From an optimization exercise on the open Yosys and OpenROAD flow, aimed at small area; shortcuts taken in it are not production practice. In this exercise RTL edits were held to simulation tests only and were not proved equivalent to the original.

File: design/flow/run.sh
#!/bin/bash
# synth_recipe.tcl (not shown) runs the flow's synth.tcl, then flattens the netlist and writes it again
# the make line also repeats each setting of config.mk as NAME=value (left out here)
make -C /OpenROAD-flow-scripts/flow DESIGN_CONFIG=/design/flow/config.mk WORK_HOME=/design/flow/orfs CLKGATE_MAP_FILE= SYNTH_SCRIPT=/design/flow/synth_recipe.tcl finish
File: design/flow/config.mk
export PLATFORM = sky130hd
export DESIGN_NAME = arenaTop
export DESIGN_NICKNAME = arenaTop
export VERILOG_FILES = /design/flow/design.v
export SDC_FILE = /design/flow/constraint.sdc
export NUM_CORES = 4
export LEC_CHECK = 0
export CAP_MARGIN = 20
export CORE_MARGIN = 2
export CORE_UTILIZATION = 40
export SLEW_MARGIN = 20
File: design/flow/constraint.sdc
create_clock -name core_clock -period 20.0 [get_ports {clk}]
set_input_delay 4.0000 -clock core_clock [delete_from_list [all_inputs] [get_ports {clk}]]
set_output_delay 4.0000 -clock core_clock [all_outputs]
set_load 0.01 [all_outputs]
File: design/flow/design.v
module arenaTop
(
    input  logic        clk,
    input  logic        rstN,
    input  logic        load,
    input  logic [74:0] update,
    output logic [23:0] pixel,
    output logic        hSync,
    output logic        vSync
);
    function automatic logic signed [7:0] sineOf(input logic [3:0] idx);
        sineOf =
              (idx == 4'd0) ? 8'sd0 :
              (idx == 4'd1) ? 8'sd49 :
              (idx == 4'd2) ? 8'sd90 :
              (idx == 4'd3) ? 8'sd117 :
              (idx == 4'd4) ? 8'sd127 :
              (idx == 4'd5) ? 8'sd117 :
              (idx == 4'd6) ? 8'sd90 :
              (idx == 4'd7) ? 8'sd49 :
              (idx == 4'd8) ? 8'sd0 :
              (idx == 4'd9) ? -8'sd49 :
              (idx == 4'd10) ? -8'sd90 :
              (idx == 4'd11) ? -8'sd117 :
              (idx == 4'd12) ? -8'sd127 :
              (idx == 4'd13) ? -8'sd117 :
              (idx == 4'd14) ? -8'sd90 :
              -8'sd49;
    endfunction
    function automatic logic signed [8:0] cosPlusSin(input logic [3:0] idx);
        cosPlusSin =
              (idx == 4'd0) ? 9'sd127 :
              (idx == 4'd1) ? 9'sd166 :
              (idx == 4'd2) ? 9'sd180 :
              (idx == 4'd3) ? 9'sd166 :
              (idx == 4'd4) ? 9'sd127 :
              (idx == 4'd5) ? 9'sd68 :
              (idx == 4'd6) ? 9'sd0 :
              (idx == 4'd7) ? -9'sd68 :
              (idx == 4'd8) ? -9'sd127 :
              (idx == 4'd9) ? -9'sd166 :
              (idx == 4'd10) ? -9'sd180 :
              (idx == 4'd11) ? -9'sd166 :
              (idx == 4'd12) ? -9'sd127 :
              (idx == 4'd13) ? -9'sd68 :
              (idx == 4'd14) ? 9'sd0 :
              9'sd68;
    endfunction
    function automatic logic [10:0] add10(input logic [9:0] a, input logic [9:0] b, input logic ci);
        logic c;
        c = ci;
        for (int i = 0; i < 10; i++)
        begin
            add10[i] = a[i] ^ b[i] ^ c;
            c = (a[i] & b[i]) | (a[i] & c) | (b[i] & c);
        end
        add10[10] = c;
    endfunction
    function automatic logic [16:0] add17(input logic [16:0] a, input logic [16:0] b);
        logic c;
        c = 1'b0;
        for (int i = 0; i < 17; i++)
        begin
            add17[i] = a[i] ^ b[i] ^ c;
            c = (a[i] & b[i]) | (a[i] & c) | (b[i] & c);
        end
    endfunction
    function automatic logic le10(input logic [9:0] a, input logic [9:0] b);
        logic c;
        c = 1'b1;
        for (int i = 0; i < 10; i++)
            c = (b[i] & ~a[i]) | (b[i] & c) | (~a[i] & c);
        le10 = c;
    endfunction
    function automatic logic boundsOk(input logic [9:0] c, input logic [9:0] half);
        logic [9:0] d;
        logic [9:0] m;
        d = {1'b0, c[8:0] ^ {9{c[9]}}};
        m = {1'b0, half[8:0] ^ {9{half[9]}}};
        boundsOk = half[9] ? le10(d, m) : le10(m, d);
    endfunction
    logic [9:0] col;
    logic [9:0] row;
    always_ff @(posedge clk)
    begin
        if (!rstN)
        begin
            col <= '0;
            row <= '0;
        end
        else if (col == 10'd799)
        begin
            col <= '0;
            row <= (row == 10'd524) ? 10'd0 : add10(row, 10'd0, 1'b1);
        end
        else
            col <= add10(col, 10'd0, 1'b1);
    end
    logic visible;
    logic isA;       
    logic isB;       
    logic isC;       
    assign visible = (col < 10'd640) && (row < 10'd480);
    assign isA = (col == 10'd799) && (row == 10'd524);
    assign isB = (col == 10'd0) && (row == 10'd0);
    assign isC = (col == 10'd1) && (row == 10'd0);
    logic [74:0] pend;
    logic        pendZ;
    always_ff @(posedge clk)
        if (load)
            pend <= update;
    always_ff @(posedge clk)
    begin
        if (!rstN)
            pendZ <= 1'b1;
        else if (load)
            pendZ <= 1'b0;
    end
    logic [9:0] t1x, t1y, bx, by, half, t2x;
    logic [3:0] hd;
    logic       bAct;
    logic       okX, okY;
    logic       actZ;
    always_ff @(posedge clk)
    begin
        if (isB)
        begin
            t1x  <= pend[74:65];
            t1y  <= pend[64:55];
            t2x  <= pend[54:45];
            bx   <= pend[34:25];
            by   <= pend[24:15];
            hd   <= pend[14:11];
            bAct <= pend[10];
            half <= pend[9:0];
            okX  <= boundsOk(pend[54:45], pend[9:0]);
            okY  <= boundsOk(pend[44:35], pend[9:0]);
        end
    end
    always_ff @(posedge clk)
    begin
        if (!rstN)
            actZ <= 1'b1;
        else if (isB)
            actZ <= pendZ;
    end
    logic       loadA;
    logic [9:0] srcCy;
    logic [3:0] srcHd, hdU;
    assign loadA = isA && load;
    assign srcCy = loadA ? update[44:35] : pend[44:35];
    assign srcHd = loadA ? update[14:11] : pend[14:11];
    assign hdU   = isA ? srcHd : (isB ? pend[14:11] : hd);
    logic [10:0] mU;
    logic signed [8:0] nU;
    logic signed [7:0] sU;
    logic [16:0] addU;
    assign sU = sineOf(hdU);
    always_comb
    begin
        if (isA)
        begin
            mU   = {1'b0, srcCy};
            nU   = cosPlusSin(hdU);
            addU = '0;
        end
        else if (isB)
        begin
            mU   = add10(pend[54:45], pend[44:35], 1'b0);
            nU   = sineOf(hdU + 4'd12);
            addU = {pend[9:0], 7'b0};
        end
        else
        begin
            mU   = {1'b0, t2x};
            nU   = cosPlusSin(hdU + 4'd4);
            addU = {{9{sU[7]}}, sU};
        end
    end
    logic [16:0] prodU;
    always_comb
    begin
        logic [16:0] s, c, x;
        s = addU;
        c = {8'b0, nU[8], 8'b0};
        for (int j = 0; j < 9; j++)
        begin
            if (j < 8)
                x = nU[j] ? ({6'b0, mU} << j) : 17'd0;
            else
                x = nU[j] ? ({6'b0, ~mU} << j) : 17'd0;
            {s, c} = {s ^ c ^ x, ((s & c) | (s & x) | (c & x)) << 1};
        end
        prodU = add17(s, c);
    end
    logic signed [7:0] sinA, cosA, nSinA, nCosA;
    assign sinA  = sineOf(hd);
    assign cosA  = sineOf(hd + 4'd4);
    assign nSinA = sineOf(hd + 4'd8);
    assign nCosA = sineOf(hd + 4'd12);
    logic [16:0] accX, accY;
    logic signed [16:0] opX, opY;
    always_comb
    begin
        opX = '0;
        opY = '0;
        if (row < 10'd480)
        begin
            if (col < 10'd640)
            begin
                opX = cosA;
                opY = sinA;
            end
            else if (col < 10'd720)
            begin
                opX = nCosA <<< 3;
                opY = nSinA <<< 3;
            end
            else if (col == 10'd720)
            begin
                opX = nSinA;
                opY = cosA;
            end
        end
        else if (row == 10'd480)
        begin
            if (col < 10'd480)
            begin
                opX = sinA;
                opY = nCosA;
            end
            else if (col == 10'd480)
            begin
                opX = cosA;
                opY = sinA;
            end
        end
    end
    logic [16:0] baseX, baseY;
    assign baseX = add17(accX, isB ? prodU : opX);
    assign baseY = add17(accY, isC ? prodU : opY);
    always_ff @(posedge clk)
    begin
        accX <= isA ? prodU : baseX;
        accY <= isB ? prodU : baseY;
    end
    logic yMode;         
    logic lastRow;
    assign yMode   = (col == 10'd700);
    assign lastRow = (row == 10'd524);
    logic [9:0] pos;
    logic [10:0] sumP, difP;
    assign pos  = yMode ? (lastRow ? 10'h3ff : row) : col;
    assign sumP = add10(pos, half, yMode);
    assign difP = add10(pos, ~half, 1'b1);
    logic [9:0] cT1, cB;
    assign cT1 = yMode ? t1y : t1x;
    assign cB  = yMode ? by  : bx;
    logic eqLoT1, eqHiT1, eqLoB, eqHiB;
    assign eqLoT1 = (cT1 == sumP[9:0]);
    assign eqHiT1 = (cT1 == difP[9:0]);
    assign eqLoB  = (cB == sumP[9:0]);
    assign eqHiB  = (cB == difP[9:0]);
    logic gxT1, lxT1, gxB, lxB;
    always_ff @(posedge clk)
    begin
        if (col >= 10'd640)
        begin
            gxT1 <= 1'b0;
            lxT1 <= 1'b1;
            gxB  <= 1'b0;
            lxB  <= 1'b1;
        end
        else
        begin
            gxT1 <= gxT1 | eqLoT1;
            lxT1 <= lxT1 & !eqHiT1;
            gxB  <= gxB | eqLoB;
            lxB  <= lxB & !eqHiB;
        end
    end
    logic gyT1, lyT1, gyB, lyB;
    always_ff @(posedge clk)
    begin
        if (isB)
        begin
            gyT1 <= (pend[64:55] == pend[9:0]);
            lyT1 <= 1'b1;
            gyB  <= (pend[24:15] == pend[9:0]);
            lyB  <= 1'b1;
        end
        else if (yMode)
        begin
            if (lastRow)
            begin
                gyT1 <= eqLoT1;
                lyT1 <= 1'b1;
                gyB  <= eqLoB;
                lyB  <= 1'b1;
            end
            else
            begin
                gyT1 <= gyT1 | eqLoT1;
                lyT1 <= lyT1 & !eqHiT1;
                gyB  <= gyB | eqLoB;
                lyB  <= lyB & !eqHiB;
            end
        end
    end
    logic [9:0] twoHalf;
    assign twoHalf = {half[8:0], 1'b0};
    logic inT1, inT2, inB, t2Live, flag00;
    assign inT1 = (gxT1 | eqLoT1) & lxT1 & gyT1 & lyT1;
    assign inB  = bAct & (gxB | eqLoB) & lxB & gyB & lyB;
    assign t2Live = okX && okY && le10(baseX[16:7], twoHalf) && le10(baseY[16:7], twoHalf);
    always_ff @(posedge clk)
        if (lastRow)
            flag00 <= t2Live;
    assign inT2 = isB ? flag00 : t2Live;
    logic nT1, nT2, nB, nF;
    always_comb
    begin
        nT1 = 1'b0;
        nT2 = 1'b0;
        nB  = 1'b0;
        nF  = 1'b0;
        if (!visible)
        begin
        end
        else if (actZ)
        begin
            if (isB)
                nT1 = 1'b1;
            else if (col < 10'd2 && row < 10'd2)
                nT2 = 1'b1;
            else
                nF = 1'b1;
        end
        else if (inT1)
            nT1 = 1'b1;
        else if (inT2)
            nT2 = 1'b1;
        else if (inB)
            nB = 1'b1;
        else
            nF = 1'b1;
    end
    logic pT1, pT2, pB, pF;
    always_ff @(posedge clk)
    begin
        if (!rstN)
        begin
            pT1   <= 1'b0;
            pT2   <= 1'b0;
            pB    <= 1'b0;
            pF    <= 1'b0;
            hSync <= 1'b1;
            vSync <= 1'b1;
        end
        else
        begin
            pT1   <= nT1;
            pT2   <= nT2;
            pB    <= nB;
            pF    <= nF;
            hSync <= !((col >= 10'd656) && (col < 10'd752));
            vSync <= !((row >= 10'd490) && (row < 10'd492));
        end
    end
    assign pixel = ({24{pT1}} & 24'hffbb00) | ({24{pT2}} & 24'hff0000)
                 | ({24{pB}} & 24'h32ddde) | ({24{pF}} & 24'h555555);
endmodule
==> qor.csv, run 1 <==
stage;metric;value;unit
finish;diode count;0;
logic_synthesis;Mapped Area;0.01683;mm^2
logic_synthesis;Post-synth EDFFs;141;
detailed_routing;routed wire length;46430;um
logic_synthesis;synthesized flop and latch total;213;
grt;number of global-route vias before repair;13060;
finish;filler instances;3964;
logic_synthesis;largest cells by area after synthesis;edfxtp_1, fa_1, dfxtp_1;
floorplan;Die W;209.1;um
run;max-cap violations;0;
worst_hold_path;Worst Hold Class;reg -> reg;
logic_synthesis;list of most frequent post-synthesis cells;nand2_1, fa_1, edfxtp_1, a21oi_1, nor2_1;
detailed_routing;Via density;5.739;
logic_synthesis;Net Count, Synth;2020;
floorplan;die height;209.1;um
clock_tree;Hold-fix buffers, CTS;0;
logic_synthesis;Mapped Cells;1762;
logic_synthesis;largest family of logic cells by synthesized area;adder cells;
setup_path;Critical Path Start Type;input port;
logic_synthesis;yosys warns;1;
logic_synthesis;Top FF cell, synth;edfxtp_1;
finish;layout cells sized above 1;5.458;%
detailed_routing;wire length per cell;19.73;um
place;HPWL after DPL;34520;um
grt;largest net degree at the start of global routing;68;
grt;overall fraction of global-route tracks in use;21.39;%
logic_synthesis;sequential share of the synthesized area;33.73;%
finish;fin area;0.01897;mm^2
detailed_routing;DRC Markers;0;
logic_synthesis;Synth top area share;25.16;%
clock_tree;PostCTS Resize Cnt;0;
worst_hold_path;Worst Min Path Start;pend[31];
setup_path;CP Class;in -> reg;
detailed_routing;drt pass-1 iters;5;
detailed_routing;Final ANT Viol Nets;0;
logic_synthesis;Netlist cell types;82;
timing;Slew HR;30.39;%
finish;area growth from synthesis to layout;12.73;%
clock_tree;postcts setup bufs;0;
setup_path;CP Max Fanout;35;
floorplan;io pins;104;
grt;first-pass GRT wire length;74230;um
floorplan;area of the core;0.04176;mm^2
logic_synthesis;post-synthesis compound-gate area fraction;17.30;%
floorplan;Rows;75;
clock_tree;Clock Latency Late Sink;570;ps
logic_synthesis;synthesized area per cell;9.549;um^2
setup_path;crit path DAT;16150;ps
clock_tree;clock tree sinks;213;
timing;Tcrit/Tclk final;78.58;%
floorplan;Initial Util;40.29;%
clock_tree;# H-tree levels;1;
timing;RSZ-0062 raised after global routing;no;
place;routability cong.;0.8962;
clock_tree;number of CTS-inserted buffers;25;
logic_synthesis;Synth area leader;edfxtp_1;
grt;Congestion Overflow GR;0;
place;DP Area;0.01818;mm^2
logic_synthesis;count leader, synth;nand2_1;
setup_path;Worst path max stage delay;800;ps
logic_synthesis;Post-Synth Simple-Gate Area;14.05;%
worst_hold_path;Worst Hold Path EP;bx[6];
setup_path;Reg2Reg Depth;41;
timing;Max Fclk;63.63;MHz
clock_tree;Clock transition at path regs;60;ps
clock_tree;CTS tree;built;
setup_path;Crit. End Element;flip-flop;
timing;Slew Viols, Final;0;
timing;min cycle time layout;15720;ps
logic_synthesis;Synth Area in Adders;20.51;%
timing;final setup fails;0;
logic_synthesis;mux cell area share after synthesis;2.461;%
place;placed insts;2307;
clock_tree;Root Buffer;clkbuf_16;
worst_hold_path;worst hold path depth;0;
timing;TNS Setup;0;ps
setup_path;Critical Path RT;20440;ps
clock_tree;Clock Tree Buf Depth;3;
timing;Clock Skews;23.86;ps
finish;nets;2053;
setup_path;critical path's slowest cell;or4_1;
logic_synthesis;xor/xnor cell area share of the yosys netlist;6.016;%
detailed_routing;total number of vias;13510;
setup_path;Reg2Reg Capture Point;pF;
timing;Final Hold Viols;0;
detailed_routing;DR iter-0 viols;1152;
setup_path;reg2reg setup slack;5810;ps
setup_path;Top cell by count, worst path;fa_1;
finish;Layout Cells excl Fill;2353;
timing;Worst Tran Pin Value;1044;ps
place;IO Port Bufs;102;
grt;initial antenna violation count;0;
floorplan;die area;0.04372;mm^2
setup_path;worst r2r src;pend[45];
run_status;outcome;timing/DRC/antenna clean;
logic_synthesis;ys async rst share;0;%
[final cells by class]
class                   count  area (um^2)  share of cell area (%)
flip-flops and latches    213         5677                   29.93
well taps                 539        674.4                   3.555
clock inverters            14        132.6                  0.6992
inverters                 113        424.2                   2.236
repair buffers            131         1236                   6.517
multi-input cells        1311        10170                   53.63
clock buffers              32        651.9                   3.437
[flip-flops by register name, summed over array words and instances, names as in the netlist, 4 cells and up]
register  count
pend         75
t1y          10
hd            4
bx           10
accY         17
by           10
accX         17
half         10
col          10
t2x          10
t1x          10
row          10
[logic make-up (layout without fill, tap and decap cells)]
| logic type | Yosys count | in the layout |
|---|---|---|
| mux | 41 | 41 |
| simple gates | 504 | 504 |
| other cells | 1 | 1 |
| fa+ha+maj | 191 | 191 |
| buf+inv | 238 | 290 |
| compound gates | 461 | 461 |
| flops | 213 | 213 |
| xor+xnor | 113 | 113 |
[critical path: cells and delay by family]
family	cells	cell delay, ps
adders and majority gates	17	7780
buffers and inverters	3	540
and+or+nand+nor	5	1420
AOI/OAI and AO/OA	6	1440
muxes	1	210
xor gates and xnor gates	2	730
[layout by cell type, fill, tap and decap left out, types with 8 or more instances in the layout]
cell type        netlist  layout
a31oi_1               13      13
o22ai_1               23      23
or2_2                 11      11
a21oi_1              133     133
nand3_1               34      34
nor2b_1               16      16
maj3_1                11      11
nor3_1                28      28
buf_4                 19      30
clkbuf_16              0      25
a22oi_1               21      21
and2_1                 9       9
dfxtp_1               72      71
nand2_1              203     203
xnor2_1               49      49
fa_1                 145     145
a211oi_1              21      21
xor2_1                62      62
ha_1                  35      35
a221oi_1              14      14
nor2_1               121     120
a21boi_0               8       8
o21ai_0              107     105
edfxtp_1             141     141
o21ai_1                8      10
clkdlybuf4s50_1        0     101
o221ai_1              16      16
and3_1                15      15
inv_1                111     111
o21a_1                22      22
mux2i_1               38      38
nor4_1                12      11
a21o_1                12      12
nand4_1               18      18
o211ai_1              17      17
[worst max-delay path by stage]
stage,start,endpoint
after floorplan,load,flag00
after CTS,load,pF
after detailed placement,load,pF
after global routing,load,pB
after global placement,load,pB
final,load,pF
[through the flow]
step                      util (%)  hold slack (ps)  setup slack, ps
after floorplan                  -            400.3             5119
after global routing         45.42            425.1             3707
after CTS                    45.42            418.6             4316
final                        45.42            418.2             4283
after detailed placement     43.54            404.5             3729
after global placement       43.54            404.8             4042
[routing by layer]
metal	global-route usage, %	part of all wire (%)	vias to the layer above
met5	0	0	-
met1	30.71	45	6673
met2	34.51	47	508
li1	-	-	6267
met4	5.369	1.9	0
met3	2.510	6.5	57
==> run 2, diff against run 1 <==
--- a/design/flow/config.mk
+++ b/design/flow/config.mk
@@ -6,4 +6,5 @@
 export NUM_CORES = 4
 export LEC_CHECK = 0
+export ABC_AREA = 1
 export CAP_MARGIN = 20
 export CORE_MARGIN = 2
==> qor.csv, run 2 <==
stage;metric;value;unit
timing;TNS Setup;0;ps
logic_synthesis;Netlist cell types;55;
timing;Slew Viols, Final;0;
grt;largest net degree at the start of global routing;66;
place;DP Area;0.01755;mm^2
logic_synthesis;sequential share of the synthesized area;35.24;%
finish;commonest non-fill, non-tap cell in the layout;nand2_1;
setup_path;delay-heaviest family, CP;adder cells;
setup_path;critical path's slowest cell;fa_1;
grt;global routing usage on met2;34.51;%
setup_path;Critical Path RT;20440;ps
clock_tree;CTS tree;built;
finish;biggest regs;pend x75, accX x17, accY x17;
setup_path;Critical Path Start Type;input port;
clock_tree;Clock transition at path regs;60;ps
detailed_routing;drt pass-1 iters;5;
logic_synthesis;Net Count, Synth;2065;
floorplan;die height;204.7;um
timing;Worst Tran Pin Value;916.3;ps
detailed_routing;DRC Markers;0;
clock_tree;Clock Tree Buf Depth;3;
detailed_routing;Final ANT Viol Nets;0;
finish;most frequent cells in the layout;nand2_1, inv_1, nor2_1;
grt;overall fraction of global-route tracks in use;21.46;%
grt;met1 Use GR;30.43;%
worst_hold_path;Worst Hold Class;reg -> reg;
finish;diode count;0;
logic_synthesis;Synth area leader;edfxtp_1;
logic_synthesis;yosys warns;1;
timing;Tcrit/Tclk final;73.66;%
logic_synthesis;Post-synth EDFFs;141;
setup_path;Top cell by count, worst path;fa_1;
timing;Final Hold Viols;0;
logic_synthesis;synthesized area per cell;8.914;um^2
logic_synthesis;Top FF cell, synth;edfxtp_1;
timing;min cycle time layout;14730;ps
detailed_routing;total number of vias;12560;
setup_path;Crit. End Element;flip-flop;
place;IO Port Bufs;102;
setup_path;Worst path max stage delay;530;ps
run_status;outcome;timing/DRC/antenna clean;
floorplan;Die W;204.7;um
floorplan;io pins;104;
grt;GRT busiest layer;met2;
detailed_routing;wire length per cell;18.04;um
detailed_routing;Via density;5.168;
setup_path;CP Max Fanout;50;
clock_tree;Hold-fix buffers, CTS;0;
clock_tree;PostCTS Resize Cnt;0;
finish;Biggest register;pend;
timing;Clock Skews;9.319;ps
clock_tree;Clock Latency Late Sink;550;ps
clock_tree;postcts setup bufs;0;
logic_synthesis;Mapped Area;0.01611;mm^2
timing;RSZ-0062 raised after global routing;no;
grt;Congestion Overflow GR;0;
finish;area growth from synthesis to layout;14.14;%
logic_synthesis;list of most frequent post-synthesis cells;nand2_1, inv_1, nor2_1, fa_1, edfxtp_1;
grt;GR Layer Usage met3;2.609;%
clock_tree;clock tree sinks;213;
floorplan;Rows;73;
floorplan;Initial Util;40.54;%
place;pre-CTS setup slack;4658;ps
finish;fin area;0.01838;mm^2
logic_synthesis;ys async rst share;0;%
timing;final setup fails;0;
logic_synthesis;Synth top area share;26.29;%
setup_path;cell depth of the worst setup path;41;
logic_synthesis;largest cells by area after synthesis;edfxtp_1, fa_1, dfxtp_1;
timing;Slew HR;38.91;%
finish;Layout Cells excl Fill;2431;
setup_path;CP Class;in -> reg;
place;routability cong.;0.9235;
logic_synthesis;synthesized flop and latch total;213;
setup_path;Reg2Reg Depth;45;
place;placed insts;2386;
finish;filler instances;3839;
timing;Max Fclk;67.88;MHz
grt;initial antenna violation count;0;
detailed_routing;DR iter-0 viols;961;
finish;layout cells sized above 1;6.663;%
worst_hold_path;worst hold path depth;0;
clock_tree;Root Buffer;clkbuf_16;
grt;first-pass GRT wire length;69660;um
logic_synthesis;Mapped Cells;1807;
floorplan;die area;0.04189;mm^2
floorplan;area of the core;0.03973;mm^2
place;HPWL after DPL;34090;um
finish;Finished Core Util;46.27;%
finish;nets;2147;
setup_path;crit path DAT;15180;ps
timing;worst hold margin;416.8;ps
clock_tree;number of CTS-inserted buffers;25;
logic_synthesis;count leader, synth;nand2_1;
finish;max FFs per register;75;
run;max-cap violations;0;
grt;number of global-route vias before repair;12530;
setup_path;buffer and inverter count on the worst path;7;
clock_tree;# H-tree levels;1;
detailed_routing;routed wire length;43860;um
timing;Final WS setup;5268;ps
## run 2: layout make-up
class | instances | area (um^2) | area share, %
multi-input combinational | 1218 | 8924 | 48.54
timing repair buffer | 112 | 1091 | 5.935
clock buffer | 27 | 633.1 | 3.444
tap | 525 | 656.9 | 3.573
clock inverter | 17 | 200.2 | 1.089
sequential | 213 | 5675 | 30.87
inverter | 319 | 1204 | 6.547
## run 2: logic make-up (layout without fill, tap and decap cells)
kind of cell / count (synthesis) / in the layout / share of synthesized area, %
buffers and inverters: 376 / 475 / 9.361
and+or+nand+nor: 634 / 634 / 17.82
xor gates and xnor gates: 95 / 95 / 5.166
other: 1 / 1 / 0.02328
muxes: 20 / 20 / 1.251
DFF: 213 / 213 / 35.24
adders and majority gates: 180 / 180 / 20.74
AOI/OAI and AO/OA: 288 / 288 / 10.40
## run 2: worst paths after layout
check                           startpoint   end  slack, ps
worst min register to register    pend[10]  bAct        420
worst max register to register    pend[45]    pF       6130
worst max-delay path                  load    pF       5270
worst min-delay path              pend[10]  bAct        420
## run 2: worst reg2reg max path: cells and delay by family (launching register included)
| family | cells | cell delay (ps) |
|---|---|---|
| buffers and inverters | 7 | 580 |
| flip-flops | 1 | 410 |
| AND/OR/NAND/NOR | 5 | 550 |
| AO/OA/AOI/OAI | 6 | 1160 |
| adder cells (fa/ha/maj) | 27 | 11100 |
## run 2: layer usage
layer | vias up | routed length [um]
li1 | 6002 | -
met1 | 6131 | 20240
met2 | 374 | 20110
met3 | 57 | 2391
met4 | 0 | 1115
met5 | - | 0
==> run 3, diff against run 2 <==
--- a/design/flow/design.v
+++ b/design/flow/design.v
@@ -145,4 +145,5 @@
             actZ <= pendZ;
     end
+    logic signed [7:0] trigX, trigY;     
     logic       loadA;
     logic [9:0] srcCy;
@@ -154,7 +155,7 @@
     logic [10:0] mU;
     logic signed [8:0] nU;
-    logic signed [7:0] sU;
     logic [16:0] addU;
-    assign sU = sineOf(hdU);
+    logic signed [8:0] cpsU;
+    assign cpsU = cosPlusSin({hdU[3:2] + {1'b0, isC}, hdU[1:0]});
     always_comb
     begin
@@ -162,5 +163,5 @@
         begin
             mU   = {1'b0, srcCy};
-            nU   = cosPlusSin(hdU);
+            nU   = cpsU;
             addU = '0;
         end
@@ -168,5 +169,5 @@
         begin
             mU   = add10(pend[54:45], pend[44:35], 1'b0);
-            nU   = sineOf(hdU + 4'd12);
+            nU   = sineOf({hdU[3:2] + 2'd3, hdU[1:0]});
             addU = {pend[9:0], 7'b0};
         end
@@ -174,6 +175,6 @@
         begin
             mU   = {1'b0, t2x};
-            nU   = cosPlusSin(hdU + 4'd4);
-            addU = {{9{sU[7]}}, sU};
+            nU   = cpsU;
+            addU = {{9{trigY[7]}}, trigY};
         end
     end
@@ -194,31 +195,37 @@
         prodU = add17(s, c);
     end
-    logic signed [7:0] sinA, cosA, nSinA, nCosA;
-    assign sinA  = sineOf(hd);
-    assign cosA  = sineOf(hd + 4'd4);
-    assign nSinA = sineOf(hd + 4'd8);
-    assign nCosA = sineOf(hd + 4'd12);
-    logic [16:0] accX, accY;
-    logic signed [16:0] opX, opY;
+    logic [1:0] offX, offY;      
+    logic       bigX, bigY;      
+    logic       stepX, stepY;    
     always_comb
     begin
-        opX = '0;
-        opY = '0;
+        offX  = 2'd1;        
+        offY  = 2'd0;        
+        bigX  = 1'b0;
+        bigY  = 1'b0;
+        stepX = 1'b0;
+        stepY = 1'b0;
         if (row < 10'd480)
         begin
             if (col < 10'd640)
             begin
-                opX = cosA;
-                opY = sinA;
+                stepX = 1'b1;
+                stepY = 1'b1;
             end
             else if (col < 10'd720)
             begin
-                opX = nCosA <<< 3;
-                opY = nSinA <<< 3;
+                offX  = 2'd3;
+                offY  = 2'd2;
+                bigX  = 1'b1;
+                bigY  = 1'b1;
+                stepX = 1'b1;
+                stepY = 1'b1;
             end
             else if (col == 10'd720)
             begin
-                opX = nSinA;
-                opY = cosA;
+                offX  = 2'd2;
+                offY  = 2'd1;
+                stepX = 1'b1;
+                stepY = 1'b1;
             end
         end
@@ -227,14 +234,22 @@
             if (col < 10'd480)
             begin
-                opX = sinA;
-                opY = nCosA;
+                offX  = 2'd0;
+                offY  = 2'd3;
+                stepX = 1'b1;
+                stepY = 1'b1;
             end
             else if (col == 10'd480)
             begin
-                opX = cosA;
-                opY = sinA;
+                stepX = 1'b1;
+                stepY = 1'b1;
             end
         end
     end
+    assign trigX = sineOf({hd[3:2] + offX, hd[1:0]});
+    assign trigY = sineOf({hd[3:2] + offY, hd[1:0]});
+    logic [16:0] accX, accY;
+    logic signed [16:0] opX, opY;
+    assign opX = !stepX ? 17'sd0 : (bigX ? (trigX <<< 3) : trigX);
+    assign opY = !stepY ? 17'sd0 : (bigY ? (trigY <<< 3) : trigY);
     logic [16:0] baseX, baseY;
     assign baseX = add17(accX, isB ? prodU : opX);
--- a/design/flow/config.mk
+++ b/design/flow/config.mk
@@ -10,3 +10,6 @@
 export CORE_MARGIN = 2
 export CORE_UTILIZATION = 40
+export CTS_BUF_LIST = sky130_fd_sc_hd__clkbuf_4
+export CTS_CLUSTER_DIAMETER = 40
+export CTS_CLUSTER_SIZE = 8
 export SLEW_MARGIN = 20
==> qor.csv, run 3 <==
stage;metric;value;unit
logic_synthesis;Mapped Cells;1627;
finish;Finished Core Util;46.46;%
finish;Layout Cells excl Fill;2280;
clock_tree;Hold-fix buffers, CTS;0;
logic_synthesis;ys async rst share;0;%
clock_tree;clock tree sinks;213;
clock_tree;Clock Latency Late Sink;730;ps
floorplan;area of the core;0.03776;mm^2
detailed_routing;drt pass-1 iters;8;
grt;initial antenna violation count;2;
timing;Max Fclk;69.45;MHz
detailed_routing;wire length per cell;16.97;um
timing;min cycle time layout;14400;ps
setup_path;CP Launch Point;update[13];
logic_synthesis;Top FF cell, synth;edfxtp_1;
timing;TNS Setup;0;ps
floorplan;Die W;200.2;um
setup_path;Critical Path RT;20650;ps
setup_path;worst r2r src;pend[45];
setup_path;CP Class;in -> reg;
setup_path;Worst path max stage delay;540;ps
clock_tree;Root Buffer;clkbuf_4;
grt;largest net degree at the start of global routing;70;
timing;final setup fails;0;
logic_synthesis;synthesized area per cell;9.462;um^2
finish;biggest regs;pend x75, accX x17, accY x17;
logic_synthesis;list of most frequent post-synthesis cells;nand2_1, inv_1, fa_1, edfxtp_1, nor2_1;
timing;worst hold margin;407.3;ps
finish;Sequential Area;0.005675;mm^2
logic_synthesis;Netlist cell types;64;
timing;Final Hold Viols;0;
place;HPWL after DPL;29670;um
timing;Clock Skews;64.02;ps
setup_path;delay-heaviest family, CP;adder cells;
clock_tree;PostCTS Resize Cnt;0;
logic_synthesis;Net Count, Synth;1888;
setup_path;CP Max Fanout;9;
finish;nets;1995;
logic_synthesis;Post-synth EDFFs;141;
grt;overall fraction of global-route tracks in use;19.62;%
setup_path;buffer and inverter count on the worst path;6;
finish;area of the multi-input gates;0.008396;mm^2
floorplan;Rows;71;
setup_path;Top cell by count, worst path;fa_1;
place;routability cong.;0.9004;
setup_path;Critical Path End;pT2;
finish;area growth from synthesis to layout;13.94;%
clock_tree;CTS tree;built;
detailed_routing;DRC Markers;0;
clock_tree;number of CTS-inserted buffers;42;
setup_path;Reg2Reg Capture Point;pT2;
logic_synthesis;largest cells by area after synthesis;edfxtp_1, fa_1, dfxtp_1;
grt;number of global-route vias before repair;11490;
setup_path;cell depth of the worst setup path;44;
logic_synthesis;sequential share of the synthesized area;36.87;%
logic_synthesis;Mapped Area;0.01539;mm^2
floorplan;die area;0.04007;mm^2
setup_path;reg2reg setup slack;6570;ps
setup_path;critical path's slowest cell;fa_1;
floorplan;Initial Util;40.78;%
setup_path;Critical Path Start Type;input port;
worst_hold_path;Worst Hold Class;reg -> reg;
logic_synthesis;Synth top area share;27.50;%
setup_path;Crit. End Element;flip-flop;
clock_tree;Clock Tree Buf Depth;3;
detailed_routing;Via density;5.064;
timing;Slew HR;37.03;%
clock_tree;# H-tree levels;2;
logic_synthesis;Synth area leader;edfxtp_1;
finish;filler instances;3571;
grt;first-pass GRT wire length;62530;um
run;max-cap violations;0;
logic_synthesis;count leader, synth;nand2_1;
detailed_routing;Final ANT Viol Nets;0;
timing;Tcrit/Tclk final;71.99;%
run_status;outcome;timing/DRC/antenna clean;
setup_path;crit path DAT;15050;ps
place;placed insts;2201;
timing;Slew Viols, Final;0;
timing;Worst Tran Pin Value;938.9;ps
floorplan;die height;200.2;um
logic_synthesis;yosys warns;1;
finish;commonest non-fill, non-tap cell in the layout;nand2_1;
logic_synthesis;synthesized flop and latch total;213;
detailed_routing;total number of vias;11550;
floorplan;io pins;104;
finish;layout cells sized above 1;10.53;%
detailed_routing;routed wire length;38690;um
timing;RSZ-0062 raised after global routing;no;
grt;Congestion Overflow GR;0;
detailed_routing;DR iter-0 viols;753;
finish;max FFs per register;75;
clock_tree;Clock transition at path regs;100;ps
setup_path;Reg2Reg Depth;45;
finish;Biggest register;pend;
finish;most frequent cells in the layout;nand2_1, inv_1, fa_1;
clock_tree;postcts setup bufs;0;
place;IO Port Bufs;102;
## run 3: final cells by class
cell class	instances	share of cell area, %
Timing Repair Buffer	113	6.277
Inverter	280	6.020
Tap cell	511	3.645
Clock buffer	53	2.268
Sequential cell	213	32.36
Antenna cell	2	0.02853
Clock inverter	24	1.541
Multi-Input combinational cell	1084	47.86
## run 3: worst min path at each step
stage | startpoint | cells past startpoint | to
6_report | pend[27] | 0 | bx[2]
5_1_grt | pend[30] | 0 | bx[5]
4_1_cts | pend[27] | 0 | bx[2]
3_5_place_dp | pend[26] | 0 | bx[1]
3_3_place_gp | pend[26] | 0 | bx[1]
2_1_floorplan | pend[10] | 0 | bAct
## run 3: per-layer routing
layer	global-route usage, %	vias to the layer above	share of wire [%]
met5	0	-	0
met4	5.011	0	2.0
met3	3.108	53	5.4
met2	31.83	311	47
met1	27.45	5648	46
li1	-	5534	-
## run 3: logic make-up (layout without fill, tap and decap cells)
group           Yosys count  after routing  share of synthesized area [%]
buf+inv                 330            470                          8.631
mux                      18             18                          1.178
simple gates            583            583                          18.03
flops                   213            213                          36.87
other cells               1              3                        0.02436
fa+ha+maj               183            183                          21.94
compound gates          224            224                          9.054
xor+xnor                 75             75                          4.267
## run 3: metrics by stage
step	instance area (um^2)	setup WS, ps
after global routing	17540	5059
final	17540	5602
after global placement	16870	5116
after floorplan	15390	5664
after detailed placement	16870	4889
after CTS	17540	5672
## run 3: worst reg2reg max path, delay by kind of cell, from the launching register on
| kind | cells | cell delay [ps] |
|---|---|---|
| and+or+nand+nor | 9 | 870 |
| adders and majority gates | 27 | 11170 |
| AOI/OAI and AO/OA | 4 | 650 |
| DFF | 1 | 440 |
| buffers and inverters | 5 | 310 |
==> run 4, diff against run 3 <==
--- a/design/flow/config.mk
+++ b/design/flow/config.mk
@@ -10,6 +10,6 @@
 export CORE_MARGIN = 2
 export CORE_UTILIZATION = 40
-export CTS_BUF_LIST = sky130_fd_sc_hd__clkbuf_4
-export CTS_CLUSTER_DIAMETER = 40
-export CTS_CLUSTER_SIZE = 8
+export CTS_BUF_LIST = sky130_fd_sc_hd__clkbuf_8
+export CTS_CLUSTER_DIAMETER = 60
+export CTS_CLUSTER_SIZE = 12
 export SLEW_MARGIN = 20
==> qor.csv, run 4 <==
stage;metric;value;unit
run_status;outcome;timing/DRC/antenna clean;
finish;Biggest register;pend;
timing;Slew Viols, Final;0;
detailed_routing;Final ANT Viol Nets;0;
logic_synthesis;count leader, synth;nand2_1;
finish;commonest non-fill, non-tap cell in the layout;nand2_1;
setup_path;critical path's slowest cell;fa_1;
place;IO Port Bufs;102;
grt;initial antenna violation count;0;
timing;final setup fails;0;
clock_tree;Root Buffer;clkbuf_8;
setup_path;Critical Path Start Type;input port;
setup_path;Top cell by count, worst path;fa_1;
worst_hold_path;worst hold path depth;0;
timing;Worst Tran Pin Value;929.3;ps
worst_hold_path;Worst Hold Path EP;bx[1];
clock_tree;# H-tree levels;1;
finish;diode count;0;
timing;TNS Setup;0;ps
grt;first-pass GRT wire length;61990;um
setup_path;Reg2Reg Depth;44;
clock_tree;PostCTS Resize Cnt;0;
setup_path;Reg2Reg Capture Point;pF;
place;routability cong.;0.9004;
floorplan;Rows;71;
floorplan;area of the core;0.03776;mm^2
clock_tree;Clock transition at path regs;90;ps
logic_synthesis;ys async rst share;0;%
logic_synthesis;list of most frequent post-synthesis cells;nand2_1, inv_1, fa_1, edfxtp_1, nor2_1;
finish;nets;1979;
logic_synthesis;largest cells by area after synthesis;edfxtp_1, fa_1, dfxtp_1;
run;max-cap violations;0;
setup_path;reg2reg setup slack;6500;ps
floorplan;Initial Util;40.78;%
timing;Tcrit/Tclk final;72.53;%
grt;overall fraction of global-route tracks in use;19.39;%
finish;most frequent cells in the layout;nand2_1, inv_1, fa_1;
place;DP Area;0.01687;mm^2
finish;fin area;0.01738;mm^2
finish;max FFs per register;75;
clock_tree;Clock Latency Late Sink;620;ps
logic_synthesis;Net Count, Synth;1888;
logic_synthesis;yosys warns;1;
floorplan;io pins;104;
logic_synthesis;Mapped Cells;1627;
timing;Final Hold Viols;0;
logic_synthesis;Top FF cell, synth;edfxtp_1;
place;HPWL after DPL;29670;um
setup_path;Worst path max stage delay;540;ps
floorplan;Die W;200.2;um
detailed_routing;total number of vias;11370;
grt;number of global-route vias before repair;11340;
logic_synthesis;synthesized flop and latch total;213;
floorplan;die height;200.2;um
clock_tree;Hold-fix buffers, CTS;0;
clock_tree;clock tree sinks;213;
setup_path;Crit. End Element;flip-flop;
logic_synthesis;Mapped Area;0.01539;mm^2
timing;min cycle time layout;14510;ps
setup_path;worst r2r src;pend[45];
grt;largest net degree at the start of global routing;70;
setup_path;Critical Path RT;20510;ps
timing;RSZ-0062 raised after global routing;no;
detailed_routing;routed wire length;38480;um
logic_synthesis;Synth area leader;edfxtp_1;
timing;Clock Skews;32.39;ps
worst_hold_path;Worst Min Path Start;pend[26];
timing;Slew HR;37.67;%
timing;Max Fclk;68.94;MHz
finish;layout cells sized above 1;8.520;%
detailed_routing;DRC Markers;0;
detailed_routing;Via density;5.056;
logic_synthesis;sequential share of the synthesized area;36.87;%
finish;biggest regs;pend x75, accX x17, accY x17;
clock_tree;CTS tree;built;
finish;filler instances;3564;
setup_path;CP Max Fanout;9;
finish;area growth from synthesis to layout;12.91;%
logic_synthesis;Synth top area share;27.50;%
clock_tree;number of CTS-inserted buffers;26;
detailed_routing;DR iter-0 viols;761;
setup_path;CP Class;in -> reg;
grt;Congestion Overflow GR;0;
detailed_routing;wire length per cell;17.12;um
clock_tree;Clock Tree Buf Depth;3;
logic_synthesis;synthesized area per cell;9.462;um^2
clock_tree;postcts setup bufs;0;
logic_synthesis;Post-synth EDFFs;141;
floorplan;die area;0.04007;mm^2
worst_hold_path;Worst Hold Class;reg -> reg;
setup_path;crit path DAT;15010;ps
detailed_routing;drt pass-1 iters;7;
logic_synthesis;Netlist cell types;64;
finish;Finished Core Util;46.04;%
[run 4: area by class of cell]
cell class	instances	area (um^2)	area share (%)
clock inverters	20	143.9	0.8278
clock buffers	27	371.6	2.138
well taps	511	639.4	3.678
inverters	280	1056	6.075
flip-flops and latches	213	5675	32.65
multi-input cells	1084	8396	48.30
repair buffers	113	1101	6.334
[run 4: how the worst max path moves through the flow]
stage	start	endpoint
floorplan	load	pF
global placement	update[13]	pF
detailed placement	update[13]	pF
CTS	update[13]	pF
global route	update[13]	pT2
finish	update[13]	pF
[run 4: logic make-up (layout without fill, tap and decap cells)]
logic type      after synthesis  after routing  share of synthesized area [%]
flops                       213            213                          36.87
other cells                   1              1                        0.02436
fa+ha+maj                   183            183                          21.94
buf+inv                     330            440                          8.631
compound gates              224            224                          9.054
mux                          18             18                          1.178
simple gates                583            583                          18.03
xor+xnor                     75             75                          4.267
[run 4: routing by layer]
metal,wire (um),vias up,track usage [%],share of wire (%)
met5,0,-,0,0
met4,525,0,3.945,1.4
met3,2143,32,2.620,5.6
met2,18140,293,32.11,47
met1,17680,5569,27.26,46
li1,-,5473,-,-
[run 4: through the flow]
| step | hold slack, ps | instances | setup WS, ps |
|---|---|---|---|
| after floorplan | 400.3 | 1627 | 5664 |
| after global placement | 405.6 | 2201 | 5116 |
| after detailed placement | 404.5 | 2201 | 4889 |
| after CTS | 423.8 | 2248 | 5542 |
| after global routing | 427.5 | 2248 | 4922 |
| final | 420.5 | 2248 | 5494 |
[run 4: critical path, delay by kind of cell]
family	cells	cell delay, ps
AO/OA/AOI/OAI	5	490
AND/OR/NAND/NOR	14	1630
buffers and inverters	6	770
adder cells (fa/ha/maj)	18	8130
==> run 5, diff against run 4 <==
--- a/design/flow/design.v
+++ b/design/flow/design.v
@@ -267,9 +267,11 @@
     logic [10:0] sumP, difP;
     assign pos  = yMode ? (lastRow ? 10'h3ff : row) : col;
-    assign sumP = add10(pos, half, yMode);
-    assign difP = add10(pos, ~half, 1'b1);
+    logic [9:0] halfU;
+    assign halfU = isB ? pend[9:0] : half;
+    assign sumP = add10(pos, halfU, yMode);
+    assign difP = add10(pos, ~halfU, 1'b1);
     logic [9:0] cT1, cB;
-    assign cT1 = yMode ? t1y : t1x;
-    assign cB  = yMode ? by  : bx;
+    assign cT1 = yMode ? t1y : (isB ? pend[74:65] : t1x);
+    assign cB  = yMode ? by  : (isB ? pend[34:25] : bx);
     logic eqLoT1, eqHiT1, eqLoB, eqHiB;
     assign eqLoT1 = (cT1 == sumP[9:0]);
@@ -295,4 +297,13 @@
         end
     end
+    logic x00T1, x00B;
+    always_ff @(posedge clk)
+    begin
+        if (col == 10'd0 && lastRow)
+        begin
+            x00T1 <= eqLoT1;
+            x00B  <= eqLoB;
+        end
+    end
     logic gyT1, lyT1, gyB, lyB;
     always_ff @(posedge clk)
@@ -326,6 +337,6 @@
     assign twoHalf = {half[8:0], 1'b0};
     logic inT1, inT2, inB, t2Live, flag00;
-    assign inT1 = (gxT1 | eqLoT1) & lxT1 & gyT1 & lyT1;
-    assign inB  = bAct & (gxB | eqLoB) & lxB & gyB & lyB;
+    assign inT1 = (isB ? x00T1 : ((gxT1 | eqLoT1) & lxT1)) & gyT1 & lyT1;
+    assign inB  = bAct & (isB ? x00B : ((gxB | eqLoB) & lxB)) & gyB & lyB;
     assign t2Live = okX && okY && le10(baseX[16:7], twoHalf) && le10(baseY[16:7], twoHalf);
     always_ff @(posedge clk)
==> qor.csv, run 5 <==
stage;metric;value;unit
place;HPWL after DPL;30810;um
worst_hold_path;Worst Min Path Start;pend[10];
detailed_routing;routed wire length;39740;um
finish;max FFs per register;75;
logic_synthesis;Top FF cell, synth;edfxtp_1;
setup_path;CP Class;in -> reg;
setup_path;buffer and inverter count on the worst path;5;
floorplan;io pins;104;
logic_synthesis;ys async rst share;0;%
place;IO Port Bufs;102;
finish;Biggest register;pend;
floorplan;Rows;72;
run_status;outcome;timing/DRC/antenna clean;
clock_tree;clock tree sinks;215;
clock_tree;number of CTS-inserted buffers;28;
setup_path;Critical Path Start Type;input port;
logic_synthesis;mux cell area share after synthesis;0.2016;%
setup_path;Crit. End Element;flip-flop;
finish;area of the multi-input gates;0.008766;mm^2
timing;worst hold margin;437.7;ps
timing;RSZ-0062 raised after global routing;no;
grt;met1 Use GR;27.86;%
grt;overall fraction of global-route tracks in use;19.93;%
finish;layout cells sized above 1;7.197;%
logic_synthesis;xor/xnor cell area share of the yosys netlist;4.572;%
place;routability cong.;0.8963;
finish;commonest non-fill, non-tap cell in the layout;nand2_1;
timing;TNS Setup;0;ps
grt;number of global-route vias before repair;12020;
floorplan;die area;0.04038;mm^2
setup_path;Reg2Reg Capture Point;pF;
grt;largest net degree at the start of global routing;95;
detailed_routing;Via density;5.016;
grt;Congestion Overflow GR;0;
setup_path;delay-heaviest family, CP;adder cells;
finish;area growth from synthesis to layout;13.06;%
finish;biggest regs;pend x75, accX x17, accY x17;
setup_path;Reg2Reg Depth;43;
logic_synthesis;yosys warns;1;
setup_path;critical path's slowest cell;fa_1;
clock_tree;Clock Tree Buf Depth;3;
worst_hold_path;worst hold path depth;0;
timing;Max Fclk;68.05;MHz
detailed_routing;Final ANT Viol Nets;0;
clock_tree;PostCTS Resize Cnt;0;
grt;global routing usage on met2;32.34;%
logic_synthesis;Synth top area share;21.87;%
logic_synthesis;Synth Area in Adders;21.77;%
grt;first-pass GRT wire length;64050;um
clock_tree;# H-tree levels;1;
floorplan;Die W;201.0;um
finish;nets;2102;
logic_synthesis;list of most frequent post-synthesis cells;nand2_1, inv_1, fa_1, nor2_1, edfxtp_1;
logic_synthesis;Netlist cell types;67;
place;DP Area;0.01693;mm^2
timing;Worst Tran Pin Value;815.3;ps
setup_path;Top cell by count, worst path;fa_1;
grt;initial antenna violation count;0;
floorplan;area of the core;0.03847;mm^2
clock_tree;Root Buffer;clkbuf_8;
logic_synthesis;Synth area leader;edfxtp_1;
timing;min cycle time layout;14700;ps
setup_path;Critical Path RT;20530;ps
logic_synthesis;Net Count, Synth;2020;
detailed_routing;DR iter-0 viols;747;
worst_hold_path;Worst Hold Class;reg -> reg;
detailed_routing;wire length per cell;16.70;um
clock_tree;CTS tree;built;
timing;Slew Viols, Final;0;
setup_path;crit path DAT;15220;ps
logic_synthesis;Post-Synth Simple-Gate Area;20.64;%
setup_path;worst r2r src;pend[35];
logic_synthesis;largest family of logic cells by synthesized area;adder cells;
logic_synthesis;sequential share of the synthesized area;35.03;%
worst_hold_path;Worst Hold Path EP;bAct;
logic_synthesis;synthesized flop and latch total;215;
finish;fin area;0.01754;mm^2
finish;Sequential Area;0.005435;mm^2
timing;Final Hold Viols;0;
logic_synthesis;Post-synth EDFFs;113;
logic_synthesis;Mapped Cells;1759;
logic_synthesis;post-synthesis compound-gate area fraction;9.257;%
detailed_routing;drt pass-1 iters;5;
logic_synthesis;Mapped Area;0.01552;mm^2
finish;filler instances;3776;
grt;GRT busiest layer;met2;
detailed_routing;DRC Markers;0;
run;max-cap violations;0;
detailed_routing;total number of vias;11940;
finish;most frequent cells in the layout;nand2_1, inv_1, fa_1;
timing;Clock Skews;32.77;ps
setup_path;Worst path max stage delay;570;ps
clock_tree;Hold-fix buffers, CTS;0;
grt;GR Layer Usage met3;2.938;%
setup_path;CP Max Fanout;43;
finish;diode count;0;
floorplan;die height;201.0;um
timing;Tcrit/Tclk final;73.48;%
logic_synthesis;largest cells by area after synthesis;edfxtp_1, fa_1, dfxtp_1;
logic_synthesis;count leader, synth;nand2_1;
clock_tree;Clock transition at path regs;90;ps
logic_synthesis;synthesized area per cell;8.821;um^2
timing;Slew HR;45.65;%
setup_path;reg2reg setup slack;6370;ps
floorplan;Initial Util;40.34;%
timing;final setup fails;0;
clock_tree;postcts setup bufs;0;
clock_tree;Clock Latency Late Sink;630;ps
## run 5: cell families (layout without fill, tap and decap cells)
family,count (synthesis),after routing
compound gates,243,243
xor+xnor,81,81
fa+ha+maj,183,183
buf+inv,320,423
flops,215,215
mux,3,3
other cells,1,1
simple gates,713,713
## run 5: final cells by class
cell class                      instances  area share [%]
Multi-Input combinational cell       1224           49.97
Inverter                              259           5.606
Clock inverter                         23           1.291
Sequential cell                       215           30.98
Clock buffer                           28           2.197
Timing Repair Buffer                  113           6.262
Tap cell                              518           3.694
## run 5: stage by stage
step | worst slack, ps | utilization [%] | instances
after floorplan | 5591 | - | 1759
after global placement | 4768 | 44.00 | 2328
after detailed placement | 4647 | 44.00 | 2328
after CTS | 5331 | 45.59 | 2379
after global routing | 4713 | 45.61 | 2380
final | 5305 | 45.61 | 2380
## run 5: worst max path at each step
| stage | start | endpoint | slack [ps] | cells after the start |
|---|---|---|---|---|
| floorplan | load | pF | 5590 | 39 |
| global placement | load | pF | 4770 | 39 |
| CTS | load | pF | 5330 | 36 |
| finish | load | pF | 5300 | 39 |
| detailed placement | load | pF | 4650 | 36 |
| global route | load | pF | 4710 | 36 |
## run 5: per-layer routing
metal / part of all wire (%) / up-vias
li1: - / 5827
met1: 46 / 5732
met2: 46 / 322
met3: 6.2 / 58
met4: 2.5 / 0
met5: 0 / -
==> run 6, diff against run 5 <==
==> design/flow/flow/run.sh (new file) <==
#!/bin/bash
# Own layout flow: the standard synthesis, then the logic between the
# flip-flops and adder cells mapped again by ABC for area (the registers and
# their cells stay as the standard synthesis made them), then the standard flow's
# standard layout from floorplan to finish. Each tool logs to its own file here.
set -euo pipefail

R=orfs/results/${FLOW_PLATFORM}/arenaTop/base
L=orfs/logs/${FLOW_PLATFORM}/arenaTop/base

# 1. standard synthesis
bash standard.sh synth > synth_standard.log 2>&1

# 2. area re-mapping of the combinational logic
cp "$R/1_2_yosys.v" 1_2_yosys_standard.v
LIB="$FLOW_HOME/platforms/$FLOW_PLATFORM/lib/sky130_fd_sc_hd__tt_025C_1v80.lib"
DONT_USE=$(grep -o -- "-dont_use [^ ]*" "$L/1_2_yosys.log" | sort -u | tr '\n' ' ')
sed -e "s|@LIB@|$LIB|g" -e "s|@DONT_USE@|$DONT_USE|g" -e "s|@TOP@|$FLOW_TOP|g" \
    -e "s|@IN@|1_2_yosys_standard.v|g" -e "s|@OUT@|1_2_yosys_area.v|g" \
    flow/reopt.ys > reopt.ys
yosys -s reopt.ys > reopt.log 2>&1
cp 1_2_yosys_area.v "$R/1_2_yosys.v"

# 3. standard layout from the re-mapped netlist (make redoes 1_synth from it)
bash standard.sh finish > layout.log 2>&1
==> design/flow/flow/reopt.ys (new file) <==
# Re-map the standard synthesis's combinational logic for area.
# Flip-flops, adder cells and tie cells are kept as they are; every other
# cell is flattened into its logic function and mapped again by ABC.
read_liberty -ignore_miss_func @LIB@
read_verilog @IN@
hierarchy -top @TOP@
setattr -mod -set keep_hierarchy 1 sky130_fd_sc_hd__*df* sky130_fd_sc_hd__*dl* sky130_fd_sc_hd__fa_* sky130_fd_sc_hd__ha_* sky130_fd_sc_hd__conb_*
flatten
techmap
opt -fast
select -module @TOP@
abc -liberty @LIB@ @DONT_USE@ -script "+strash; &get -n; &deepsyn -T 60; &dch; &nf -a -R 1000; &put; topo"
select -clear
blackbox =sky130_fd_sc_hd__*
splitnets
opt_clean -purge
hilomap -singleton -hicell sky130_fd_sc_hd__conb_1 HI -locell sky130_fd_sc_hd__conb_1 LO
insbuf -buf sky130_fd_sc_hd__buf_4 A X
rename -enumerate -pattern ar_%_
check -mapped
stat -liberty @LIB@
write_verilog -noattr -nohex -nodec @OUT@
==> design/flow/standard.sh (new file) <==
#!/bin/bash
# synth_recipe.tcl (not shown) runs the flow's synth.tcl, then flattens the netlist and writes it again
# the make line also repeats each setting of config.mk as NAME=value (left out here)
make -C /OpenROAD-flow-scripts/flow DESIGN_CONFIG=/design/flow/config.mk WORK_HOME=/design/flow/orfs CLKGATE_MAP_FILE= SYNTH_SCRIPT=/design/flow/synth_recipe.tcl "${@:-finish}"
removed: design/flow/run.sh
==> qor.csv, run 6 <==
stage;metric;value;unit
run_status;outcome;timing/DRC/antenna clean;
setup_path;Critical Path RT;20450;ps
timing;Final Hold Viols;0;
clock_tree;Clock Tree Buf Depth;3;
logic_synthesis;yosys warns;1;
timing;TNS Setup;0;ps
clock_tree;number of CTS-inserted buffers;26;
worst_hold_path;Worst Hold Path EP;bAct;
setup_path;Reg2Reg Depth;47;
setup_path;delay-heaviest family, CP;adder cells;
grt;number of global-route vias before repair;10600;
clock_tree;Root Buffer;clkbuf_8;
setup_path;CP Class;in -> reg;
clock_tree;Clock transition at path regs;80;ps
timing;final setup fails;0;
clock_tree;# H-tree levels;1;
setup_path;CP Max Fanout;45;
floorplan;die area;0.03681;mm^2
run;max-cap violations;0;
timing;Slew Viols, Final;0;
logic_synthesis;Mapped Area;0.01412;mm^2
floorplan;io pins;104;
finish;diode count;0;
floorplan;Rows;68;
detailed_routing;wire length on met3;1733;um
worst_hold_path;Worst Hold Class;reg -> reg;
setup_path;reg2reg setup slack;5110;ps
grt;Congestion Overflow GR;0;
detailed_routing;Via density;5.364;
timing;min cycle time layout;16480;ps
detailed_routing;uppermost layer routed;met4;
floorplan;Initial Util;40.77;%
setup_path;Top cell by count, worst path;fa_1;
detailed_routing;wire length per cell;17.96;um
setup_path;buffer and inverter count on the worst path;6;
setup_path;crit path DAT;16920;ps
timing;Max Fclk;60.69;MHz
timing;Tcrit/Tclk final;82.39;%
finish;Finished Core Util;46.69;%
place;IO Port Bufs;102;
timing;Slew HR;28.11;%
floorplan;die height;191.9;um
place;HPWL after DPL;27760;um
timing;RSZ-0062 raised after global routing;no;
logic_synthesis;Net Count, Synth;1660;
finish;filler instances;3310;
detailed_routing;Final ANT Viol Nets;0;
finish;commonest non-fill, non-tap cell in the layout;nand2_1;
detailed_routing;DRC Markers;0;
place;routability cong.;0.8674;
floorplan;Die W;191.9;um
worst_hold_path;Worst Min Path Start;pend[10];
clock_tree;postcts setup bufs;0;
clock_tree;Hold-fix buffers, CTS;0;
detailed_routing;DR iter-0 viols;704;
finish;max FFs per register;75;
detailed_routing;drt pass-1 iters;8;
timing;Clock Skews;38.68;ps
clock_tree;PostCTS Resize Cnt;0;
finish;area growth from synthesis to layout;14.53;%
clock_tree;Clock Latency Late Sink;600;ps
grt;largest net degree at the start of global routing;59;
timing;Worst Tran Pin Value;1069;ps
logic_synthesis;synthesized area per cell;10.09;um^2
detailed_routing;routed wire length;35870;um
clock_tree;CTS tree;built;
setup_path;Crit. End Element;flip-flop;
logic_synthesis;Mapped Cells;1399;
clock_tree;clock tree sinks;215;
setup_path;Reg2Reg Capture Point;pF;
finish;layout cells sized above 1;3.178;%
grt;overall fraction of global-route tracks in use;20.04;%
setup_path;Critical Path Start Type;input port;
detailed_routing;WL met2;16870;um
finish;most frequent cells in the layout;nand2_1, clkinv_1, fa_1;
finish;nets;1784;
detailed_routing;total number of vias;10710;
setup_path;Worst path max stage delay;560;ps
detailed_routing;Metal-1 WL;16600;um
finish;biggest regs;pend x75, accX x17, accY x17;
setup_path;critical path's slowest cell;fa_1;
floorplan;area of the core;0.03463;mm^2
grt;first-pass GRT wire length;57850;um
worst_hold_path;worst hold path depth;0;
finish;Biggest register;pend;
setup_path;worst r2r src;col[4];
grt;initial antenna violation count;0;
## run 6: cell count changes in the layout (fill, tap and decap cells not counted), moves of 12 or more
cell      before  now
nand3_1       73   17
nand2_1      391  200
nor2b_1        0   18
o21ai_0      104   87
clkinv_1       4  147
nand2_2       16    0
nor2_1       142  130
o22ai_1       17   39
xor2_1        41   21
a31oi_1       28    4
and3_1         1   13
or2_2         16    0
a21oi_1       46   67
inv_1        255   11
## run 6: metal layers
layer	GRT usage, %	up-vias
met3	2.503	42
li1	-	5082
met1	28.80	5330
met4	4.260	0
met2	32.52	257
met5	0	-
## run 6: worst max-delay path by stage
stage            from  end  slack [ps]  cells after the start
3_3_place_gp     load   pF        3300                     44
3_5_place_dp     load   pF        2900                     44
5_1_grt          load   pF        2720                     44
4_1_cts          load   pF        3470                     44
2_1_floorplan  col[5]   pF        3810                     45
6_report         load   pF        3520                     44
## run 6: layout make-up
class	instances	area, um^2	share of cell area, %
Tap cell	455	569.3	3.521
Inverter	147	553.0	3.421
Clock inverter	20	121.4	0.7507
Sequential cell	215	5435	33.62
Clock buffer	27	371.6	2.298
Multi-Input combinational cell	1020	8016	49.58
Timing Repair Buffer	113	1101	6.810
## run 6: per-stage QoR
stage                     worst slack [ps]  hold slack (ps)  cells  cell area, um^2
final                                 3522            439.9   1997            16170
after CTS                             3469            441.9   1997            16170
after floorplan                       3806            400.3   1399            14120
after global placement                3299            413.9   1950            15670
after detailed placement              2896            421.5   1950            15670
after global routing                  2716            446.2   1997            16170
==> run 7, diff against run 6 <==
--- a/design/flow/config.mk
+++ b/design/flow/config.mk
@@ -11,5 +11,5 @@
 export CORE_UTILIZATION = 40
 export CTS_BUF_LIST = sky130_fd_sc_hd__clkbuf_8
-export CTS_CLUSTER_DIAMETER = 60
-export CTS_CLUSTER_SIZE = 12
+export CTS_CLUSTER_DIAMETER = 80
+export CTS_CLUSTER_SIZE = 16
 export SLEW_MARGIN = 20
==> qor.csv, run 7 <==
stage;metric;value;unit
run_status;outcome;timing/DRC/antenna clean;
grt;met1 Use GR;28.39;%
clock_tree;Root Buffer;clkbuf_8;
setup_path;crit path DAT;16920;ps
detailed_routing;routed wire length;35860;um
grt;initial antenna violation count;0;
floorplan;Die W;191.9;um
grt;number of global-route vias before repair;10570;
timing;Final Hold Viols;0;
place;HPWL after DPL;27760;um
grt;first-pass GRT wire length;57600;um
timing;Max Fclk;60.70;MHz
timing;TNS Setup;0;ps
grt;global routing usage on met2;32.34;%
place;routability cong.;0.8674;
finish;area of the multi-input gates;0.008016;mm^2
clock_tree;Clock Tree Buf Depth;3;
clock_tree;clock tree sinks;215;
grt;largest net degree at the start of global routing;59;
floorplan;die area;0.03681;mm^2
grt;overall fraction of global-route tracks in use;20.00;%
setup_path;CP Max Fanout;45;
setup_path;Crit. End Element;flip-flop;
place;IO Port Bufs;102;
grt;Congestion Overflow GR;0;
detailed_routing;Via density;5.385;
timing;final setup fails;0;
floorplan;Initial Util;40.77;%
setup_path;delay-heaviest family, CP;adder cells;
detailed_routing;DR iter-0 viols;551;
finish;max FFs per register;75;
logic_synthesis;Net Count, Synth;1660;
finish;layout cells sized above 1;2.743;%
finish;nets;1778;
place;placed insts;1950;
timing;Slew Viols, Final;0;
finish;biggest regs;pend x75, accX x17, accY x17;
finish;Sequential Area;0.005435;mm^2
detailed_routing;total number of vias;10690;
finish;most frequent cells in the layout;nand2_1, clkinv_1, fa_1;
clock_tree;# H-tree levels;1;
setup_path;Worst path max stage delay;560;ps
floorplan;die height;191.9;um
timing;Worst Tran Pin Value;1048;ps
clock_tree;Clock Latency Late Sink;570;ps
detailed_routing;wire length per cell;18.06;um
timing;Slew HR;29.52;%
setup_path;CP Class;in -> reg;
finish;filler instances;3326;
finish;commonest non-fill, non-tap cell in the layout;nand2_1;
finish;Finished Core Util;46.45;%
grt;GRT busiest layer;met2;
setup_path;Critical Path Start Type;input port;
detailed_routing;DRC Markers;0;
logic_synthesis;yosys warns;1;
finish;diode count;0;
setup_path;Top cell by count, worst path;fa_1;
clock_tree;PostCTS Resize Cnt;0;
logic_synthesis;synthesized area per cell;10.09;um^2
timing;worst hold margin;441.6;ps
clock_tree;Clock transition at path regs;100;ps
finish;area growth from synthesis to layout;13.94;%
timing;Tcrit/Tclk final;82.37;%
clock_tree;CTS tree;built;
floorplan;Rows;68;
timing;Clock Skews;43.26;ps
finish;Layout Cells excl Fill;1986;
floorplan;area of the core;0.03463;mm^2
detailed_routing;Final ANT Viol Nets;0;
clock_tree;postcts setup bufs;0;
setup_path;Critical Path RT;20440;ps
run;max-cap violations;0;
setup_path;critical path's slowest cell;fa_1;
worst_hold_path;Worst Hold Class;reg -> reg;
setup_path;buffer and inverter count on the worst path;6;
logic_synthesis;Mapped Area;0.01412;mm^2
logic_synthesis;Mapped Cells;1399;
clock_tree;number of CTS-inserted buffers;20;
detailed_routing;drt pass-1 iters;7;
clock_tree;Hold-fix buffers, CTS;0;
finish;Biggest register;pend;
timing;RSZ-0062 raised after global routing;no;
grt;GR Layer Usage met3;3.106;%
floorplan;io pins;104;
timing;min cycle time layout;16470;ps
==> run 7: cell types whose count changed in the layout (fill, tap and decap cells not counted) <==
cell       previous run  this run
clkinv_8              0         2
clkbuf_8             27        20
inv_1                11         8
inv_8                 4         1
bufinv_16             0         1
inv_6                 2         3
clkinv_4              1         0
clkinv_1            147       146
==> run 7: path summary, 6_finish.rpt <==
check / depth (start not counted) / startpoint / slack, ps / endpoint
worst min-delay path: 0 / pend[10] / 440 / bAct
worst min register to register: 0 / pend[10] / 440 / bAct
worst max register to register: 47 / col[6] / 5080 / pF
worst max-delay path: 44 / load / 3530 / pF
==> run 7: stage by stage <==
step           setup slack (ps)  cell area (um^2)
6_report                   3527             16090
5_1_grt                    2723             16090
4_1_cts                    3455             16080
3_5_place_dp               2896             15670
3_3_place_gp               3299             15670
2_1_floorplan              3806             14120
==> run 7: routing by layer <==
metal,routed length (um),share of wire [%],up-vias
met5,0,0,-
met4,656,1.8,0
met3,2017,5.6,43
met2,16710,47,279
met1,16480,46,5320
li1,-,-,5052
==> run 7: area by class of cell <==
cell class	instances	area share, %
clock buffers	20	1.711
clock inverters	16	0.8401
inverters	147	3.438
multi-input cells	1020	49.84
flip-flops and latches	215	33.79
well taps	455	3.539
repair buffers	113	6.845

[afterwards: timing with drivers on the ports]
The results above use ideal ports. As a check the final layouts listed here were re-extracted and re-timed, cells and wires unchanged. Step 1, drivers: a clkbuf_16 drives clk and a buf_2 each remaining input, both assumed. Step 2 also shifts input and output timing later by t, the mid clock arrival at the registers, as if the neighbouring blocks saw the same clock. Slacks: no drivers / after step 1 / after step 2; pairs: no drivers / after step 1.
run	t (ns)	setup WS [ns]	hold slack, ns	worst register clock-pin slew, ns
run 1	0.603	4.283 / 4.305 / 3.702	0.418 / 0.418 / 0.418	0.06 / 0.06
run 2	0.598	5.268 / 5.252 / 4.654	0.417 / 0.417 / 0.417	0.06 / 0.06
run 3	0.744	5.602 / 5.608 / 4.864	0.407 / 0.407 / 0.407	0.10 / 0.10
run 4	0.653	5.494 / 5.493 / 4.840	0.420 / 0.420 / 0.420	0.09 / 0.09
run 5	0.655	5.305 / 5.328 / 4.672	0.438 / 0.438 / 0.438	0.09 / 0.09
run 6	0.621	3.522 / 3.541 / 2.920	0.440 / 0.440 / 0.440	0.09 / 0.09
run 7	0.599	3.527 / 3.549 / 2.949	0.442 / 0.442 / 0.442	0.11 / 0.11
After both steps every run listed still meets setup and hold. For run 3, which loses most, drivers alone change the setup slack by +0.006 ns; drivers and shift together by -0.738 ns.
